This design comes from an exercise in tuning for small area and a short achievable clock period on the open sky130 flow, not from production work. RTL that was checked went through simulation tests only; none was proved equivalent to the original. The clock port is modelled as an ideal driver; clocking choices that lean on that would not hold on a real chip.

==> flow/design.v <==
package ddr_mux_pkg;
	localparam int addr_width    = 32;
	localparam int data_width    = 32;
	localparam int num_ports     = 4;
	localparam int req_depth     = 4;
	localparam int tag_depth     = 33;
	typedef logic [addr_width-1:0] ddr_addr_t;
	typedef logic [data_width-1:0] ddr_data_t;
endpackage
`timescale 1ns/100ps
module sync_fifo #(
	parameter int width = 32
)
(
	input  logic                  rst,
	input  logic                  afi_phy_clk,
	input  logic [width-1:0]      data,
	input  logic                  req,
	input  logic                  pop,
	output logic [3:0][width-1:0] slots,
	output logic [3:0]            head,
	output logic                  ready,
	output logic                  pending
);
	logic [3:0] wr_sel;
	logic [3:0] wr_next;
	logic [3:0] head_next;
	logic       push;
	logic       fills;
	logic       drains;
	assign push      = req && ready;
	assign wr_next   = {wr_sel[2:0], wr_sel[3]};
	assign head_next = {head[2:0], head[3]};
	assign fills     = |(wr_next & head);
	assign drains    = |(head_next & wr_sel);
	always_ff @(posedge afi_phy_clk)
	begin
		for (int k = 0; k < 4; k++)
		begin
			if (ready && wr_sel[k])
			begin
				slots[k] <= data;
			end
		end
	end
	always_ff @(posedge afi_phy_clk)
	begin
		if (rst)
		begin
			wr_sel  <= 4'b0001;
			head    <= 4'b0001;
			ready   <= 1'b1;
			pending <= 1'b0;
		end
		else
		begin
			if (pop)
			begin
				head <= head_next;
			end
			if (push)
			begin
				wr_sel <= wr_next;
			end
			if (push && !pop)
			begin
				ready   <= !fills;
				pending <= 1'b1;
			end
			else if (pop && !push)
			begin
				ready   <= 1'b1;
				pending <= !drains;
			end
		end
	end
endmodule
`timescale 1ns/100ps
module port_arbiter
(
	input  logic                   rst,
	input  logic                   afi_phy_clk,
	input  logic                   local_init_done,
	input  logic                   local_ready,
	input  logic [1:0][3:0][63:0]  wr_slots,
	input  logic [1:0][3:0][31:0]  rd_slots,
	input  logic [3:0][3:0]        head,
	input  logic [3:0]             pending,
	output logic [3:0]             pop,
	output logic                   tag_push,
	output logic                   tag_hi,
	output ddr_mux_pkg::ddr_addr_t local_address,
	output ddr_mux_pkg::ddr_data_t local_wdata,
	output logic                   local_write_req,
	output logic                   local_read_req
);
	logic       cmd_hi;
	logic [3:0] last_mask;
	logic [3:0] avail;
	logic [1:0] pick;
	logic       any;
	logic [3:0] pick_oh;
	ddr_mux_pkg::ddr_addr_t next_address;
	ddr_mux_pkg::ddr_data_t next_wdata;
	assign last_mask[0] = local_write_req && !cmd_hi;
	assign last_mask[1] = local_read_req  && !cmd_hi;
	assign last_mask[2] = local_write_req &&  cmd_hi;
	assign last_mask[3] = local_read_req  &&  cmd_hi;
	assign avail = pending & ~last_mask;
	assign any   = |avail;
	always_comb
	begin
		if (avail[0])      pick = 2'd0;
		else if (avail[1]) pick = 2'd1;
		else if (avail[2]) pick = 2'd2;
		else               pick = 2'd3;
	end
	assign pick_oh[0] = avail[0];
	assign pick_oh[1] = !avail[0] && avail[1];
	assign pick_oh[2] = !avail[0] && !avail[1] && avail[2];
	assign pick_oh[3] = !avail[0] && !avail[1] && !avail[2];
	always_comb
	begin
		next_address = '0;
		next_wdata   = '0;
		for (int i = 0; i < 2; i++)
		begin
			for (int k = 0; k < 4; k++)
			begin
				next_address = next_address
					| ({32{pick_oh[2*i]   && head[2*i][k]}}   & wr_slots[i][k][63:32])
					| ({32{pick_oh[2*i+1] && head[2*i+1][k]}} & rd_slots[i][k]);
				next_wdata   = next_wdata
					| ({32{(pick[1] == 1'(i)) && head[2*i][k]}} & wr_slots[i][k][31:0]);
			end
		end
	end
	always_ff @(posedge afi_phy_clk)
	begin
		if (rst || !local_init_done)
		begin
			local_write_req <= 1'b0;
			local_read_req  <= 1'b0;
			pop             <= '0;
			tag_push        <= 1'b0;
		end
		else
		begin
			pop      <= '0;
			tag_push <= 1'b0;
			if (local_ready)
			begin
				local_write_req <= any && !pick[0];
				local_read_req  <= any &&  pick[0];
				pop[pick]       <= any;
				tag_push        <= any && pick[0];
			end
		end
	end
	always_ff @(posedge afi_phy_clk)
	begin
		if (local_ready)
		begin
			cmd_hi <= pick[1];
		end
	end
	always_ff @(posedge afi_phy_clk)
	begin
		if (rst)
		begin
			local_address <= '0;
			local_wdata   <= '0;
		end
		else if (local_ready)
		begin
			local_address <= next_address;
			local_wdata   <= next_wdata;
		end
	end
	assign tag_hi = cmd_hi;
endmodule
`timescale 1ns/100ps
module read_return_router
(
	input  logic                   rst,
	input  logic                   afi_phy_clk,
	input  logic                   tag_push,
	input  logic                   tag_hi,
	input  ddr_mux_pkg::ddr_data_t local_rdata,
	input  logic                   local_rdata_valid,
	output ddr_mux_pkg::ddr_data_t rdata,
	output logic [1:0]             rport_data_valid
);
	logic [ddr_mux_pkg::tag_depth-1:0] tags;
	logic [5:0]                        tag_last;
	logic                              tag_q;
	logic                              popped;
	assign tag_q = tags[tag_last - {5'b0, popped}];
	always_ff @(posedge afi_phy_clk)
	begin
		if (tag_push)
		begin
			tags <= {tags[ddr_mux_pkg::tag_depth-2:0], tag_hi};
		end
	end
	always_ff @(posedge afi_phy_clk)
	begin
		if (rst)
		begin
			tag_last         <= '1;
			popped           <= 1'b0;
			rport_data_valid <= '0;
		end
		else
		begin
			tag_last         <= tag_last + {5'b0, tag_push} - {5'b0, popped};
			popped           <= local_rdata_valid;
			rport_data_valid <= {local_rdata_valid && tag_q, local_rdata_valid && !tag_q};
		end
	end
	always_ff @(posedge afi_phy_clk)
	begin
		rdata <= local_rdata;
	end
endmodule
`timescale 1ns/100ps
module mux_ddr_access
(
	input  logic                   rst,
	input  logic                   afi_phy_clk,
	input  ddr_mux_pkg::ddr_addr_t [1:0] wport_addr,
	input  ddr_mux_pkg::ddr_data_t [1:0] wport_data,
	input  logic [1:0]             wport_req,
	output logic [1:0]             wport_ready,
	input  ddr_mux_pkg::ddr_addr_t [1:0] rport_addr,
	input  logic [1:0]             rport_req,
	output logic [1:0]             rport_ready,
	output ddr_mux_pkg::ddr_data_t rport_data,
	output logic [1:0]             rport_data_valid,
	input  logic                   local_init_done,
	input  logic                   local_ready,
	input  ddr_mux_pkg::ddr_data_t local_rdata,
	input  logic                   local_rdata_valid,
	output ddr_mux_pkg::ddr_addr_t local_address,
	output ddr_mux_pkg::ddr_data_t local_wdata,
	output logic                   local_write_req,
	output logic                   local_read_req
);
	logic [1:0][3:0][63:0]        wr_slots;
	logic [1:0][3:0][31:0]        rd_slots;
	logic [3:0][3:0]              head;
	logic [3:0]                   pending;
	logic [3:0]                   pop;
	logic                         tag_push;
	logic                         tag_hi;
	for (genvar i = 0; i < 2; i++)
	begin : g_req
		sync_fifo #(.width(64)) wr_fifo_i (
			.rst         (rst),
			.afi_phy_clk (afi_phy_clk),
			.data        ({wport_addr[i], wport_data[i]}),
			.req         (wport_req[i]),
			.pop         (pop[2*i]),
			.slots       (wr_slots[i]),
			.head        (head[2*i]),
			.ready       (wport_ready[i]),
			.pending     (pending[2*i])
		);
		sync_fifo #(.width(32)) rd_fifo_i (
			.rst         (rst),
			.afi_phy_clk (afi_phy_clk),
			.data        (rport_addr[i]),
			.req         (rport_req[i]),
			.pop         (pop[2*i+1]),
			.slots       (rd_slots[i]),
			.head        (head[2*i+1]),
			.ready       (rport_ready[i]),
			.pending     (pending[2*i+1])
		);
	end
	port_arbiter port_arbiter_i (
		.rst             (rst),
		.afi_phy_clk     (afi_phy_clk),
		.local_init_done (local_init_done),
		.local_ready     (local_ready),
		.wr_slots        (wr_slots),
		.rd_slots        (rd_slots),
		.head            (head),
		.pending         (pending),
		.pop             (pop),
		.tag_push        (tag_push),
		.tag_hi          (tag_hi),
		.local_address   (local_address),
		.local_wdata     (local_wdata),
		.local_write_req (local_write_req),
		.local_read_req  (local_read_req)
	);
	read_return_router read_return_router_i (
		.rst               (rst),
		.afi_phy_clk       (afi_phy_clk),
		.tag_push          (tag_push),
		.tag_hi            (tag_hi),
		.local_rdata       (local_rdata),
		.local_rdata_valid (local_rdata_valid),
		.rdata             (rport_data),
		.rport_data_valid  (rport_data_valid)
	);
endmodule
`timescale 1ns/100ps
module ddr_port_mux
(
	input  logic        afi_phy_clk,
	input  logic        rst,
	input  logic [31:0] wport0_addr,
	input  logic [31:0] wport0_data,
	input  logic [31:0] wport2_addr,
	input  logic [31:0] wport2_data,
	input  logic [1:0]  wport_req,
	output logic [1:0]  wport_ready,
	input  logic [31:0] rport1_addr,
	input  logic [31:0] rport3_addr,
	input  logic [1:0]  rport_req,
	output logic [1:0]  rport_ready,
	output logic [31:0] rport1_data,
	output logic [31:0] rport3_data,
	output logic [1:0]  rport_data_valid,
	input  logic        local_init_done,
	input  logic        local_ready,
	input  logic [31:0] local_rdata,
	input  logic        local_rdata_valid,
	output logic [31:0] local_address,
	output logic [31:0] local_wdata,
	output logic        local_write_req,
	output logic        local_read_req
);
	ddr_mux_pkg::ddr_addr_t [ddr_mux_pkg::num_ports/2-1:0] wport_addr;
	ddr_mux_pkg::ddr_data_t [ddr_mux_pkg::num_ports/2-1:0] wport_data;
	ddr_mux_pkg::ddr_addr_t [ddr_mux_pkg::num_ports/2-1:0] rport_addr;
	ddr_mux_pkg::ddr_data_t rport_data;
	assign wport_addr[0] = wport0_addr;
	assign wport_addr[1] = wport2_addr;
	assign wport_data[0] = wport0_data;
	assign wport_data[1] = wport2_data;
	assign rport_addr[0] = rport1_addr;
	assign rport_addr[1] = rport3_addr;
	assign rport1_data   = rport_data;
	assign rport3_data   = rport_data;
	mux_ddr_access mux_ddr_access_i (
		.rst               (rst),
		.afi_phy_clk       (afi_phy_clk),
		.wport_addr        (wport_addr),
		.wport_data        (wport_data),
		.wport_req         (wport_req),
		.wport_ready       (wport_ready),
		.rport_addr        (rport_addr),
		.rport_req         (rport_req),
		.rport_ready       (rport_ready),
		.rport_data        (rport_data),
		.rport_data_valid  (rport_data_valid),
		.local_init_done   (local_init_done),
		.local_ready       (local_ready),
		.local_rdata       (local_rdata),
		.local_rdata_valid (local_rdata_valid),
		.local_address     (local_address),
		.local_wdata       (local_wdata),
		.local_write_req   (local_write_req),
		.local_read_req    (local_read_req)
	);
endmodule
clock: 8.0 ns
lec_check: 0
cap_margin: 20
core_margin: 2
core_utilization: 65
cts_cluster_diameter: 60
cts_cluster_size: 30
setup_slack_margin: 5
slew_margin: 20
standard.sh (not shown) runs the stock make flow with config.mk's settings and CLKGATE_MAP_FILE= SYNTH_SCRIPT=/design/flow/synth_recipe.tcl, a recipe that flattens the netlist after the stock synthesis.
==> flow/flow/run.sh <==
#!/bin/bash
# standard layout with a tighter setup margin for repair_timing, small port
# buffers, free resizing, and the clock tree's root buffer dropped after CTS
set -euo pipefail
export POST_CTS_TCL=$PWD/flow/noroot.tcl
bash standard.sh SETUP_SLACK_MARGIN=5.4 "BUFFER_PORTS_ARGS=-buffer_cell sky130_fd_sc_hd__buf_1" MATCH_CELL_FOOTPRINT=0 POST_CTS_TCL=$PWD/flow/noroot.tcl finish > standard_flow.log 2>&1
==> flow/flow/noroot.tcl <==
set block [ord::get_db_block]
proc sink_iterms {net} {
  set l {}
  foreach it [$net getITerms] { if {[$it isInputSignal]} { lappend l $it } }
  return $l
}
set pnet [[$block findBTerm afi_phy_clk] getNet]
set roots [sink_iterms $pnet]
if {[llength $roots] == 1} {
  set root [[lindex $roots 0] getInst]
  set rnet [[$root findITerm X] getNet]
  set loads [sink_iterms $rnet]
  set ok [expr {[llength $loads] >= 1 && [llength $loads] <= 4}]
  foreach l $loads {
    if {![string match sky130_fd_sc_hd__clkbuf_* [[[$l getInst] getMaster] getName]]} { set ok 0 }
  }
  if {$ok} {
    puts "noroot: removing [$root getName], port now drives [llength $loads] buffers"
    [lindex $roots 0] disconnect
    foreach l $loads { $l disconnect; $l connect $pnet }
    [$root findITerm X] disconnect
    odb::dbInst_destroy $root
    odb::dbNet_destroy $rnet
  } else {
    puts "noroot: tree shape not as expected, left unchanged"
  }
}
estimate_parasitics -placement
The starting point completed without violations.
==> next run, changes <==
--- a/flow/design.v
+++ b/flow/design.v
@@ -20,22 +20,19 @@
 	output logic [3:0][width-1:0] slots,
 	output logic [3:0]            head,
 	output logic                  ready,
 	output logic                  pending
 );
 	logic [3:0] wr_sel;
-	logic [3:0] wr_next;
-	logic [3:0] head_next;
+	logic [2:0] cnt;
+	logic [2:0] cnt_push;
+	logic [2:0] cnt_hold;
 	logic       push;
-	logic       fills;
-	logic       drains;
-	assign push      = req && ready;
-	assign wr_next   = {wr_sel[2:0], wr_sel[3]};
-	assign head_next = {head[2:0], head[3]};
-	assign fills     = |(wr_next & head);
-	assign drains    = |(head_next & wr_sel);
+	assign push     = req && ready;
+	assign cnt_push = pop ? cnt : cnt + 3'd1;
+	assign cnt_hold = pop ? cnt - 3'd1 : cnt;
 	always_ff @(posedge afi_phy_clk)
 	begin
 		for (int k = 0; k < 4; k++)
 		begin
 			if (ready && wr_sel[k])
 			begin
@@ -46,34 +43,34 @@
 	always_ff @(posedge afi_phy_clk)
 	begin
 		if (rst)
 		begin
 			wr_sel  <= 4'b0001;
 			head    <= 4'b0001;
+			cnt     <= '0;
 			ready   <= 1'b1;
 			pending <= 1'b0;
 		end
 		else
 		begin
 			if (pop)
 			begin
-				head <= head_next;
+				head <= {head[2:0], head[3]};
 			end
 			if (push)
 			begin
-				wr_sel <= wr_next;
-			end
-			if (push && !pop)
-			begin
-				ready   <= !fills;
+				wr_sel  <= {wr_sel[2:0], wr_sel[3]};
+				cnt     <= cnt_push;
+				ready   <= (cnt_push != 3'd4);
 				pending <= 1'b1;
 			end
-			else if (pop && !push)
+			else
 			begin
-				ready   <= 1'b1;
-				pending <= !drains;
+				cnt     <= cnt_hold;
+				ready   <= (cnt_hold != 3'd4);
+				pending <= (cnt_hold != 3'd0);
 			end
 		end
 	end
 endmodule
 `timescale 1ns/100ps
 module port_arbiter
@@ -158,24 +155,13 @@
 		end
 	end
 	always_ff @(posedge afi_phy_clk)
 	begin
 		if (local_ready)
 		begin
-			cmd_hi <= pick[1];
-		end
-	end
-	always_ff @(posedge afi_phy_clk)
-	begin
-		if (rst)
-		begin
-			local_address <= '0;
-			local_wdata   <= '0;
-		end
-		else if (local_ready)
-		begin
+			cmd_hi        <= pick[1];
 			local_address <= next_address;
 			local_wdata   <= next_wdata;
 		end
 	end
 	assign tag_hi = cmd_hi;
 endmodule
@@ -191,33 +177,34 @@
 	output ddr_mux_pkg::ddr_data_t rdata,
 	output logic [1:0]             rport_data_valid
 );
 	logic [ddr_mux_pkg::tag_depth-1:0] tags;
 	logic [5:0]                        tag_last;
 	logic                              tag_q;
-	logic                              popped;
-	assign tag_q = tags[tag_last - {5'b0, popped}];
+	logic [5:0]                        last_keep;
+	logic [5:0]                        last_pop;
+	assign tag_q = tags[tag_last];
+	assign last_keep = tag_push ? tag_last + 6'd1 : tag_last;
+	assign last_pop  = tag_push ? tag_last : tag_last - 6'd1;
 	always_ff @(posedge afi_phy_clk)
 	begin
 		if (tag_push)
 		begin
 			tags <= {tags[ddr_mux_pkg::tag_depth-2:0], tag_hi};
 		end
 	end
 	always_ff @(posedge afi_phy_clk)
 	begin
 		if (rst)
 		begin
 			tag_last         <= '1;
-			popped           <= 1'b0;
 			rport_data_valid <= '0;
 		end
 		else
 		begin
-			tag_last         <= tag_last + {5'b0, tag_push} - {5'b0, popped};
-			popped           <= local_rdata_valid;
+			tag_last         <= local_rdata_valid ? last_pop : last_keep;
 			rport_data_valid <= {local_rdata_valid && tag_q, local_rdata_valid && !tag_q};
 		end
 	end
 	always_ff @(posedge afi_phy_clk)
 	begin
 		rdata <= local_rdata;
Result: Setup slack got worse by 55 ps. Flip-flop and latch count grows by 11. Via count shrinks by 4.8%. Clock skew shrinks by 12 ps. Synthesized area grows by 1.1%. Cell area shrinks by 2.2%. Global-route usage shrinks by 1.3 points. Die area grows by 1.1%. Wire length shrinks by 3.6%. Register-to-register slack improved by 30 ps. Final cell count shrinks by 3.0%. Critical path depth shrinks by 6. Synthesized cell count shrinks by 1.6%.
Function not checked in the first run of this note: the RTL went through the layout flow alone.

==> afterwards: timing with drivers on the ports <==
The results above use ideal ports. As a check the final layouts listed here were re-extracted and re-timed, cells and wires unchanged.
Step 1: set_driving_cell puts a clkbuf_16 on afi_phy_clk and a buf_2 on each other input, an assumption about the parent block.
Step 2 moves the port delays by t, midway between the first and last clock arrival at a register: inputs arrive t later, outputs are due t later. That takes back most of the time a late clock gives input paths.
a / b / c = no drivers / after step 1 / after step 2; a / b = the first two.
run	t (ns)	setup WS [ns]	worst setup path after step 2
the first run	0.558	5.372 / 5.319 / 4.916	input to register
the second run	0.564	5.318 / 5.190 / 4.948	input to register
After both steps setup and hold are still met in every run listed. The setup slack of the first run, which loses most, moves by -0.053 ns with the drivers and by -0.456 ns with both steps.
